This is an optimization exercise on Yosys and OpenROAD, whose aim is small area, not a production implementation.
Function was checked by simulation only, so behaviour that the tests miss may differ from the original.
No activity file was given, so power comes from the tool's default toggle rates.

==> design/flow/design.v <==
package btb_pkg;
  localparam logic [1:0] CTR_SNT   = 2'b00;
  localparam logic [1:0] CTR_WNT   = 2'b01;
  localparam logic [1:0] CTR_WT    = 2'b10;
  localparam logic [1:0] CTR_ST    = 2'b11;
  localparam logic [1:0] CTR_RESET = CTR_WNT;
  localparam logic [1:0] CTR_ALLOC = CTR_WT;
  function automatic logic [31:0] pc_idx(input logic [31:0] pc, input int idx_w);
    logic [31:0] mask;
    mask = (32'd1 << idx_w) - 32'd1;
    pc_idx = (pc >> 2) & mask;
  endfunction
  function automatic logic [31:0] pc_tag(input logic [31:0] pc, input int idx_w);
    pc_tag = pc >> (idx_w + 2);
  endfunction
endpackage
module sat_ctr2
(
  input  logic [1:0] ctr,
  input  logic       taken,
  output logic [1:0] ctr_nxt
);
  always_comb begin
    ctr_nxt = ctr;
    if (taken) begin
      if (ctr != btb_pkg::CTR_ST) ctr_nxt = ctr + 2'd1;
    end else begin
      if (ctr != btb_pkg::CTR_SNT) ctr_nxt = ctr - 2'd1;
    end
  end
endmodule
module btb_predictor
#(
  parameter int ENTRIES = 32
) (
  input  logic        gated_clock_PC,
  input  logic        rst,
  input  logic [31:0] fetch_pc,
  output logic        pred_taken,
  output logic [31:0] pred_target,
  input  logic        upd_valid,
  input  logic [31:0] upd_pc,
  input  logic        upd_taken,
  input  logic [31:0] upd_target,
  input  logic        upd_mispredict,
  input  logic        btb_clear,
  output logic [15:0] mispred_cnt
);
  localparam int IDX_W = $clog2(ENTRIES);
  localparam int TAG_W = 30 - IDX_W;
  logic [ENTRIES-1:0]             valid_q;
  logic [ENTRIES-1:0][TAG_W-1:0]  tag_q;
  logic [ENTRIES-1:0][31:0]       target_q;
  logic [ENTRIES-1:0][1:0]        ctr_q;
  logic [15:0]                    mispred_cnt_q;
  logic [31:0] f_idx_w, f_tag_w, u_idx_w, u_tag_w;
  logic [IDX_W-1:0] f_idx, u_idx;
  logic [TAG_W-1:0] f_tag, u_tag;
  logic f_hit, u_hit;
  logic [1:0] ctr_nxt;
  logic unused_bits;
  assign f_idx_w = btb_pkg::pc_idx(fetch_pc, IDX_W);
  assign f_tag_w = btb_pkg::pc_tag(fetch_pc, IDX_W);
  assign u_idx_w = btb_pkg::pc_idx(upd_pc, IDX_W);
  assign u_tag_w = btb_pkg::pc_tag(upd_pc, IDX_W);
  assign f_idx   = f_idx_w[IDX_W-1:0];
  assign f_tag   = f_tag_w[TAG_W-1:0];
  assign u_idx   = u_idx_w[IDX_W-1:0];
  assign u_tag   = u_tag_w[TAG_W-1:0];
  assign unused_bits = ^{f_idx_w[31:IDX_W], f_tag_w[31:TAG_W], u_idx_w[31:IDX_W], u_tag_w[31:TAG_W]};
  assign f_hit       = valid_q[f_idx] && (tag_q[f_idx] == f_tag);
  assign u_hit       = valid_q[u_idx] && (tag_q[u_idx] == u_tag);
  assign pred_taken  = f_hit & ctr_q[f_idx][1];
  assign pred_target = f_hit ? target_q[f_idx] : 32'd0;
  assign mispred_cnt = mispred_cnt_q;
  sat_ctr2 u_sat_ctr2 (
    .ctr    (ctr_q[u_idx]),
    .taken  (upd_taken),
    .ctr_nxt(ctr_nxt)
  );
  always_ff @(posedge gated_clock_PC or posedge rst) begin
    if (rst) begin
      valid_q       <= '0;
      tag_q         <= '0;
      target_q      <= '0;
      ctr_q         <= {ENTRIES{btb_pkg::CTR_RESET}};
      mispred_cnt_q <= '0;
    end else begin
      if (upd_valid && upd_mispredict && (mispred_cnt_q != 16'hFFFF))
        mispred_cnt_q <= mispred_cnt_q + 16'd1;
      if (btb_clear) begin
        valid_q <= '0;
      end else if (upd_valid) begin
        if (u_hit) begin
          ctr_q[u_idx] <= ctr_nxt;
          if (upd_taken) target_q[u_idx] <= upd_target;
        end else if (upd_taken) begin
          valid_q[u_idx]  <= 1'b1;
          tag_q[u_idx]    <= u_tag;
          target_q[u_idx] <= upd_target;
          ctr_q[u_idx]    <= btb_pkg::CTR_ALLOC;
        end
      end
    end
  end
endmodule
==> design/flow/run.sh <==
#!/bin/bash
# synth_recipe.tcl (not shown) runs the flow's synth.tcl, then flattens the netlist and writes it again
# the make line also repeats each setting of config.mk as NAME=value (left out here)
make -C /OpenROAD-flow-scripts/flow DESIGN_CONFIG=/design/flow/config.mk WORK_HOME=/design/flow/orfs CLKGATE_MAP_FILE= SYNTH_SCRIPT=/design/flow/synth_recipe.tcl finish
==> design/flow/config.mk <==
export PLATFORM = sky130hd
export DESIGN_NAME = btb_predictor
export DESIGN_NICKNAME = btb_predictor
export VERILOG_FILES = /design/flow/design.v
export SDC_FILE = /design/flow/constraint.sdc
export NUM_CORES = 4
export LEC_CHECK = 0
export CAP_MARGIN = 20
export CORE_MARGIN = 2
export CORE_UTILIZATION = 40
export SLEW_MARGIN = 20
==> design/flow/constraint.sdc <==
create_clock -name core_clock -period 10.0 [get_ports {gated_clock_PC}]
set_input_delay 2.0000 -clock core_clock [delete_from_list [all_inputs] [get_ports {gated_clock_PC}]]
set_output_delay 2.0000 -clock core_clock [all_outputs]
set_load 0.01 [all_outputs]
==> results of run 1 <==
## worst max-delay path, stage by stage
cell and delay, ns:
buf_8 0.45, buf_12 0.36, mux4_2 0.56, mux4_2 0.51, mux2i_1 0.52, xor2_1 0.22
nand4_1 0.11, nor3_1 0.22, nand4_1 0.47, buf_4 0.59, nor2_1 0.19, buf_4 0.12
clkdlybuf4s50_1 0.52
## layout make-up
type / count / area share
Antenna cell: 4 / 0.0000946
Clock buffer: 318 / 0.0584
Clock inverter: 55 / 0.00730
Inverter: 49 / 0.00177
Multi-Input combinational cell: 3963 / 0.401
Sequential cell: 1936 / 0.458
Tap cell: 3150 / 0.0373
Timing Repair Buffer: 388 / 0.0360
## synth_stat cells, types with 7 or more instances
master    count  share of area
nor2b_1      19         0.0013
or2_2         8        0.00053
buf_4        49         0.0039
and2_1       51         0.0034
nand2_1     321          0.013
o31ai_1      14         0.0011
o22ai_1      34         0.0023
a31oi_1       8        0.00053
a21oi_1      25         0.0013
nand3_1      54         0.0029
buf_2       110         0.0058
nand4_2       8         0.0011
clkbuf_1    496          0.020
nor2_1      120         0.0048
xor2_1       36         0.0033
ha_1          7        0.00093
a221oi_1     13         0.0012
buf_6        47         0.0056
and3_1       12        0.00080
xnor2_1      29         0.0027
nand3_4      14         0.0026
a22o_1     1341           0.12
o21ai_1      30         0.0016
buf_1       107         0.0043
nand4_1      26         0.0017
nand2b_1     10        0.00066
o21ai_0     207          0.011
mux2_2      210          0.025
a32o_1      101          0.011
inv_1        46         0.0018
nor3_1       31         0.0016
o311ai_1     13         0.0012
mux2_4       38         0.0061
mux4_2      717           0.17
o211ai_1     35         0.0028
mux2i_1     272          0.029
a22oi_1      64         0.0051
dfstp_2      32         0.0089
dfrtp_1    1904           0.51
a211oi_1      9        0.00072
## flip-flops by register name, indices dropped and copies added, names as in the netlist
signal and cells:
target_q 1024, mispred_cnt_q 16, tag_q 800, valid_q 32, ctr_q 64
## power groups by stage
stage / Clock [W] / Combinational [W] / Sequential (W)
after global routing: 0.00832 / 0.00284 / 0.00925
after floorplan: 0 / 0.00198 / 0.00917
after detailed placement: 0 / 0.00263 / 0.00928
final: 0.00792 / 0.00266 / 0.00918
after CTS: 0.00798 / 0.00264 / 0.00915
after global placement: 0 / 0.00258 / 0.00923
## worst min-delay path by stage
stage / startpoint / to / slack [ns] / cells after the start
floorplan: ctr_q[34] / ctr_q[34] / 0.44 / 2
global placement: target_q[643] / target_q[643] / 0.46 / 2
detailed placement: ctr_q[34] / ctr_q[34] / 0.46 / 2
CTS: ctr_q[34] / ctr_q[34] / 0.47 / 2
global route: ctr_q[34] / ctr_q[34] / 0.48 / 2
finish: ctr_q[34] / ctr_q[34] / 0.47 / 2
## stage by stage
stage	instances	setup WS, ns	area, um^2	hold slack [ns]	power (W)
global placement	9478	1.13	98600	0.456	0.0118
global route	9860	0.718	106000	0.479	0.0204
floorplan	6757	-18.84	94300	0.442	0.0111
finish	9863	1.03	106000	0.470	0.0198
detailed placement	9480	1.12	98600	0.458	0.0119
CTS	9853	1.11	106000	0.472	0.0198
## cell usage in the layout (no fill, tap or decap), types with 27 or more instances in the layout
master	synthesis	layout
o21ai_0	207	207
nand2_2	0	29
mux2i_1	272	270
nand2_1	321	290
nand3_1	54	51
o211ai_1	35	35
buf_12	0	32
o22ai_1	34	34
clkbuf_1	496	50
buf_4	49	202
mux4_2	717	717
clkdlybuf4s50_1	0	136
clkbuf_8	0	65
and2_1	51	47
inv_1	46	45
a32o_1	101	101
o21ai_1	30	30
a22o_1	1341	1341
nor2_1	120	95
dfstp_2	32	32
mux2_2	210	210
mux2_4	38	38
clkbuf_16	0	204
dfrtp_1	1904	1904
xnor2_1	29	27
xor2_1	36	36
a22oi_1	64	64
## kinds of logic (layout without fill, tap and decap cells)
family / count (synthesis) / in the layout / share of synthesized area
AO/OA/AOI/OAI: 1935 / 1935 / 0.168
XOR/XNOR: 65 / 65 / 0.00604
adder cells (fa/ha/maj): 9 / 9 / 0.00114
buffers and inverters: 858 / 810 / 0.0413
flip-flops: 1936 / 1936 / 0.514
multiplexers: 1237 / 1237 / 0.231
other: 0 / 4 / 0
AND/OR/NAND/NOR: 717 / 717 / 0.0380
## metal layers
layer	track usage	up-vias	wire length (um)
met2	0.431	4792	156000
met5	0.00483	-	280
met3	0.0962	1073	43500
met4	0.146	20	20300
li1	-	26100	-
met1	0.406	36700	141000
==> impl_metrics.ini, run 1 <==
[grt]
antenna_found_initial = 14
gr-total-overflow = 0
grt_start_max_net_pins = 203
grt_pass1_wl_mm = 517
gr-usage-all-layers = 0.299
first_global_vias = 69100

[worst_setup_path]
path_max_fanout = 45
worst-r2r-cell-count = 11
worst_setup_path_start_kind = primary input
r2r_start = tag_q[765]
r2r_slack_ns = 4.60
startpoint = fetch_pc[2]
worst_ep_arrival_time_ns = 6.97
crit_required_ns = 8.00
criticalPathCategory = in -> out
worst_r2r_endpoint = tag_q[456]
cp-end-kind = output port
critical_path.endpoint = pred_target[0]

[clock_network]
cts_sinks = 1936
cts_hold_buf = 0
cts_tree = built
cts_root_buf = clkbuf_16
clockBufferDepth = 3
postCtsSetupRepairBufs = 0
ctsResizeCount = 0
numCtsBuffers = 202
clkTransAtPathRegs_ns = 0.06
clk_latency_ns = 0.89
cts_max_level = 4

[routing]
drt_first_pass_iters = 6
vias = 68700
wire_per_inst_um = 36.6
drc_errors = 0
drtIter0Drc = 9657
ant_nets = 0
viasPerCell = 6.97
totalWireLength_mm = 361

[yosys]
synth_cells = 6757
ys_warn_count = 2
synth_edf_count = 0
avgSynthCellArea_um2 = 14.0
seq_area_frac_synth = 0.514
synthesis.area_mm2 = 0.0943
synth_ff_type = dfrtp_1
yosys.cell_types.count = 75
ys_ff_latch = 1936
synth-async-reset-ratio = 1.00
syn_nets = 6866

[finish]
drive_gt1_frac = 0.255
final_nets = 6649
fillers = 20800
finish.utilization = 0.451
area_growth_pct = 12.2
multi_input_area_mm2 = 0.0424
seq_area_mm2 = 0.0485

[timing]
fin_crit_sh = 0.897
slew_violations = 0
hold_viol_final = 0
skew_ns = 0.0492
relSlewSlack = 0.144
setup_violations = 0
final.min_clock_period_ns = 8.97
rsz0062_at_grt = false
worst_slew_pin_slew_ns = 1.25
finalSetupTns_ns = 0
max_freq_mhz = 112

[power_and_ir_drop]
p_clk_frac = 0.401
p_sw_frac = 0.264
ir_drop_mv = 0.162
p_leak_nw = 46.3
pwr-share-seq = 0.465
p_switching_w = 0.00522
comb_power_share = 0.135
internal_power_w = 0.0145
powerDensity_mw_per_mm2 = 187

[floorplanning]
start_util = 0.402
die_w_um = 490
die_area_mm2 = 0.240
placementRows = 178
coreArea_mm2 = 0.235
die_h_um = 490
ioPinCount = 151

[placed_design]
dp_hpwl_mm = 198
port_buffers = 146
gp_congestion = 0.895

[run_status]
status = complete, no violations

[hold_path]
hp-class = reg -> reg

[run]
cap_violations = 0
==> run 2: changes to the inputs <==
==> design/flow/design.v (replaced) <==
package btb_pkg;
  localparam logic [1:0] CTR_SNT   = 2'b00;
  localparam logic [1:0] CTR_WNT   = 2'b01;
  localparam logic [1:0] CTR_WT    = 2'b10;
  localparam logic [1:0] CTR_ST    = 2'b11;
  localparam logic [1:0] CTR_RESET = CTR_WNT;
  localparam logic [1:0] CTR_ALLOC = CTR_WT;
  function automatic logic [31:0] pc_idx(input logic [31:0] pc, input int idx_w);
    logic [31:0] mask;
    mask = (32'd1 << idx_w) - 32'd1;
    pc_idx = (pc >> 2) & mask;
  endfunction
  function automatic logic [31:0] pc_tag(input logic [31:0] pc, input int idx_w);
    pc_tag = pc >> (idx_w + 2);
  endfunction
endpackage
module sat_ctr2
(
  input  logic [1:0] ctr,
  input  logic       taken,
  output logic [1:0] ctr_nxt
);
  always_comb begin
    ctr_nxt = ctr;
    if (taken) begin
      if (ctr != btb_pkg::CTR_ST) ctr_nxt = ctr + 2'd1;
    end else begin
      if (ctr != btb_pkg::CTR_SNT) ctr_nxt = ctr - 2'd1;
    end
  end
endmodule
module btb_predictor (
  input  logic        gated_clock_PC,
  input  logic        rst,
  input  logic [31:0] fetch_pc,
  output logic        pred_taken,
  output logic [31:0] pred_target,
  input  logic        upd_valid,
  input  logic [31:0] upd_pc,
  input  logic        upd_taken,
  input  logic [31:0] upd_target,
  input  logic        upd_mispredict,
  input  logic        btb_clear,
  output logic [15:0] mispred_cnt
);
  localparam int ENTRIES = 32;
  localparam int TAG_W   = 25;
  logic [ENTRIES-1:0] valid_q;
  logic [TAG_W-1:0]   tag_q    [ENTRIES];
  logic [31:0]        target_q [ENTRIES];
  logic [1:0]         ctr_q    [ENTRIES];
  logic [15:0]        mispred_cnt_q;
  logic [4:0]       f_idx, u_idx;
  logic [TAG_W-1:0] f_tag, u_tag;
  assign f_idx = fetch_pc[6:2];
  assign f_tag = fetch_pc[31:7];
  assign u_idx = upd_pc[6:2];
  assign u_tag = upd_pc[31:7];
  logic [ENTRIES-1:0] f_sel, u_sel;
  always_comb begin
    for (int i = 0; i < ENTRIES; i++) begin
      f_sel[i] = (f_idx == i[4:0]);
      u_sel[i] = (u_idx == i[4:0]);
    end
  end
  logic             f_v, u_v, f_c1;
  logic [TAG_W-1:0] f_t, u_t;
  logic [31:0]      f_tg;
  logic [1:0]       u_c;
  always_comb begin
    f_v = 1'b0; u_v = 1'b0; f_c1 = 1'b0;
    f_t = '0; u_t = '0; f_tg = '0; u_c = '0;
    for (int i = 0; i < ENTRIES; i++) begin
      f_v  = f_v  | (f_sel[i] & valid_q[i]);
      f_t  = f_t  | ({TAG_W{f_sel[i]}} & tag_q[i]);
      f_tg = f_tg | ({32{f_sel[i]}} & target_q[i]);
      f_c1 = f_c1 | (f_sel[i] & ctr_q[i][1]);
      u_v  = u_v  | (u_sel[i] & valid_q[i]);
      u_t  = u_t  | ({TAG_W{u_sel[i]}} & tag_q[i]);
      u_c  = u_c  | ({2{u_sel[i]}} & ctr_q[i]);
    end
  end
  logic f_hit, u_hit;
  assign f_hit       = f_v & (f_t == f_tag);
  assign u_hit       = u_v & (u_t == u_tag);
  assign pred_taken  = f_hit & f_c1;
  assign pred_target = f_tg & {32{f_hit}};
  assign mispred_cnt = mispred_cnt_q;
  logic [1:0] ctr_sat, ctr_new;
  sat_ctr2 u_sat_ctr2 (
    .ctr    (u_c),
    .taken  (upd_taken),
    .ctr_nxt(ctr_sat)
  );
  assign ctr_new = u_hit ? ctr_sat : btb_pkg::CTR_ALLOC;
  logic wr_t, wr_c;
  assign wr_t = upd_valid & ~btb_clear & upd_taken;
  assign wr_c = upd_valid & ~btb_clear & (upd_taken | u_hit);
  always_ff @(posedge gated_clock_PC or posedge rst) begin
    if (rst) begin
      valid_q       <= '0;
      mispred_cnt_q <= '0;
    end else begin
      if (upd_valid && upd_mispredict && (mispred_cnt_q != 16'hFFFF))
        mispred_cnt_q <= mispred_cnt_q + 16'd1;
      if (btb_clear)
        valid_q <= '0;
      else if (wr_t)
        valid_q[u_idx] <= 1'b1;
    end
  end
  always_ff @(posedge gated_clock_PC) begin
    for (int i = 0; i < ENTRIES; i++) begin
      if (wr_t && u_sel[i]) begin
        tag_q[i]    <= u_tag;
        target_q[i] <= upd_target;
      end
      if (wr_c && u_sel[i])
        ctr_q[i] <= ctr_new;
    end
  end
endmodule
==> impl_metrics.ini, run 2 <==
[clock_network]
clk_latency_ns = 0.88
cts_tree = built
clkTransAtPathRegs_ns = 0.06
cts_max_level = 4
cts_hold_buf = 0
cts_sinks = 1936
cts_root_buf = clkbuf_16
numCtsBuffers = 194
clockBufferDepth = 3

[yosys]
ys_warn_count = 5
synth-async-reset-ratio = 0.0248
netlist.area_leader.share = 0.717
synth_common_cells = edfxtp_1 (1,888), a22oi_1 (971), nand2_1 (278)
yosysTopAreaCell = edfxtp_1
avgSynthCellArea_um2 = 15.6
synth.most_common_cell = edfxtp_1
synthesis.area_mm2 = 0.0790
synth_edf_count = 1888
ys_ff_latch = 1936
syn_nets = 5165
synth_ff_type = edfxtp_1
yosys.cell_types.count = 85
synth_cells = 5056
synth.top_cells.by_area = edfxtp_1 (72%), a22oi_1 (9.2%), dfrtp_1 (1.5%)
seq_area_frac_synth = 0.732

[power_and_ir_drop]
powerDensity_mw_per_mm2 = 188
pwr-share-seq = 0.517
p_clk_frac = 0.422
total_power_w = 0.0174
comb_power_share = 0.061
p_sw_frac = 0.234
p_leak_nw = 29.8
p_switching_w = 0.00406
ir_drop_mv = 0.188
internal_power_w = 0.0133

[run_status]
violations = setup timing
status = failed layout checks

[placed_design]
dp_cells = 7833
port_buffers = 146
placed_cell_area_mm2 = 0.0861
dp_hpwl_mm = 218
gp_congestion = 1.02
dpl_worst_slack_ns = -0.430

[timing]
worst_slew_pin_slew_ns = 1.32
setup_violations = 8
max_freq_mhz = 99.1
fin_crit_sh = 1.01
worst_slack_ns = -0.0860
relSlewSlack = 0.115
hold_viol_final = 0
slew_violations = 0
final.min_clock_period_ns = 10.09
skew_ns = 0.0539
rsz0062_at_grt = false

[worst_setup_path]
worst_setup_path_start_kind = primary input
crit_required_ns = 8.00
worst_ep_arrival_time_ns = 8.09
crit_top_cell = buf_4
cp_cell_sequence = clkdlybuf4s50_1 > buf_4 > or3_1 > nor2_4 > buf_4 > nand2_1 > nand4_1 > nor4_1 > buf_4 > xnor2_1 > nor4_2 > buf_4 > nand4_4 > buf_12 > a2111oi_1 > buf_4 > clkdlybuf4s50_1
cp_num_buf_inv = 8
crit_slowest_cell = clkdlybuf4s50_1
cp-end-kind = output port
criticalPathCategory = in -> out
critical-path-max-stage-delay_ns = 0.77
crit_family = buffers and inverters
path_max_fanout = 33

[routing]
drtIter0Drc = 12000
drc_errors = 0
viasPerCell = 7.29
wire_per_inst_um = 45.7
totalWireLength_mm = 376
ant_nets = 0
vias = 59900
drt_first_pass_iters = 9

[grt]
grt_pass1_wl_mm = 494
antenna_found_initial = 43
first_global_vias = 55100
grt_start_max_net_pins = 62
gr-total-overflow = 0
gr-usage-all-layers = 0.361

[finish]
reg_top3 = target_q: 1024 flops, tag_q: 800 flops, ctr_q: 64 flops
top_register = target_q
final_common_cell = edfxtp_1
final_cell_mix = edfxtp_1 (1,888), a22oi_1 (971), buf_4 (327), nand2_1 (277), clkbuf_16 (197)
stdcell_area_mm2 = 0.0924
finish.utilization = 0.470
largest_reg_flops = 1024
area_growth_pct = 16.9
drive_gt1_frac = 0.170
instances_no_fill = 8218
final_nets = 5501

[floorplanning]
ioPinCount = 151
die_area_mm2 = 0.201
start_util = 0.402
die_w_um = 449
coreArea_mm2 = 0.197
die_h_um = 449
placementRows = 163

[run]
cap_violations = 0

[hold_path]
hp-class = reg -> reg
==> run 2: timing repair <==
action                                  CTS  global route
resized for setup                         2             3
endpoints found under the setup margin    5            13
pin swaps                                 2             0
buffers inserted                          3             0
==> run 2: worst reg2reg max path: stages (launching register included) <==
cell and delay (ns):
edfxtp_1 0.41, mux2_2 0.28, a222oi_1 0.33, o2111ai_1 0.21
nor3_1 0.36, xnor2_1 0.41, a2111oi_1 0.83, nand4_1 0.18
and4b_1 0.57, o21ai_2 0.32, buf_4 0.31
==> run 2: metrics by stage <==
stage | setup TNS (ns) | hold slack (ns)
6_report | -0.243 | 0.502
5_1_grt | 0 | 0.530
4_1_cts | 0 | 0.499
3_5_place_dp | -0.633 | 0.492
3_3_place_gp | -0.877 | 0.481
2_1_floorplan | 0 | 0.474
==> run 2: cell type report <==
| cell class | instances | area (um^2) |
|---|---|---|
| clock inverters | 108 | 1150 |
| diodes | 35 | 87.6 |
| flip-flops and latches | 1936 | 57900 |
| well taps | 2640 | 3300 |
| fillers | 17000 | 104000 |
| clock buffers | 239 | 5110 |
| repair buffers | 510 | 4630 |
| inverters | 39 | 148 |
| multi-input cells | 2711 | 20100 |
==> run 2: final timing paths <==
| path | start | cells past startpoint | endpoint | slack (ns) |
|---|---|---|---|---|
| worst max-delay path | fetch_pc[6] | 17 | pred_target[0] | -0.09 |
| worst min-delay path | mispred_cnt_q[13] | 1 | mispred_cnt_q[13] | 0.50 |
| worst max register to register | tag_q[17][24] | 10 | ctr_q[4][1] | 5.46 |
| worst min register to register | mispred_cnt_q[13] | 1 | mispred_cnt_q[13] | 0.50 |
| max in group asynchronous | rst | 2 | valid_q[13] | 7.85 |
| min in group asynchronous | rst | 2 | valid_q[30] | 1.62 |
==> run 2: logic make-up (layout without fill, tap and decap cells) <==
kind of cell,after synthesis,in the layout,share of synthesized area
and+or+nand+nor,1078,1078,0.0756
xor gates and xnor gates,61,61,0.00676
DFF,1936,1936,0.732
other,0,35,0
muxes,143,143,0.0205
buffers and inverters,409,896,0.0234
AOI/OAI and AO/OA,1422,1422,0.140
adders and majority gates,7,7,0.00111
==> run 2: metal layers <==
layer,track usage,vias up,share of wire
li1,-,21800,-
met1,0.465,30200,0.35
met2,0.524,6203,0.42
met3,0.128,1612,0.15
met4,0.217,34,0.075
met5,0,-,0.00061
==> run 2: power groups by stage <==
| stage | Sequential (W) | Combinational (W) | Clock [W] |
|---|---|---|---|
| 3_5_place_dp | 0.00914 | 0.000999 | 0 |
| 3_3_place_gp | 0.00914 | 0.000992 | 0 |
| 6_report | 0.00897 | 0.00106 | 0.00733 |
| 4_1_cts | 0.00897 | 0.00100 | 0.00732 |
| 5_1_grt | 0.00897 | 0.00106 | 0.00764 |
| 2_1_floorplan | 0.00914 | 0.000401 | 0 |

## port drivers added, routing unchanged
No port has a modelled driver above. Below, the same layouts with a new extraction and two added sets of constraints. Step 1 assumes that a clkbuf_16 drives the clock port and a buf_2 every other input. Step 2 also shifts input and output timing later by t, the mid clock arrival at the registers, as if the neighbouring blocks saw the same clock. Slacks: ideal ports / drivers / drivers and shift; pairs: ideal ports / drivers.
run | t (ns) | slack for setup (ns) | worst setup path after step 2 | clock arrival spread, ns
run 1 | 0.962 | 1.034 / 0.982 / 0.982 | input to output | 0.049 / 0.049
run 2 | 0.935 | -0.086 / -0.108 / -0.108 | input to output | 0.055 / 0.055
For run 1, which loses most, drivers alone change the setup slack by -0.052 ns; drivers and shift together by -0.052 ns.
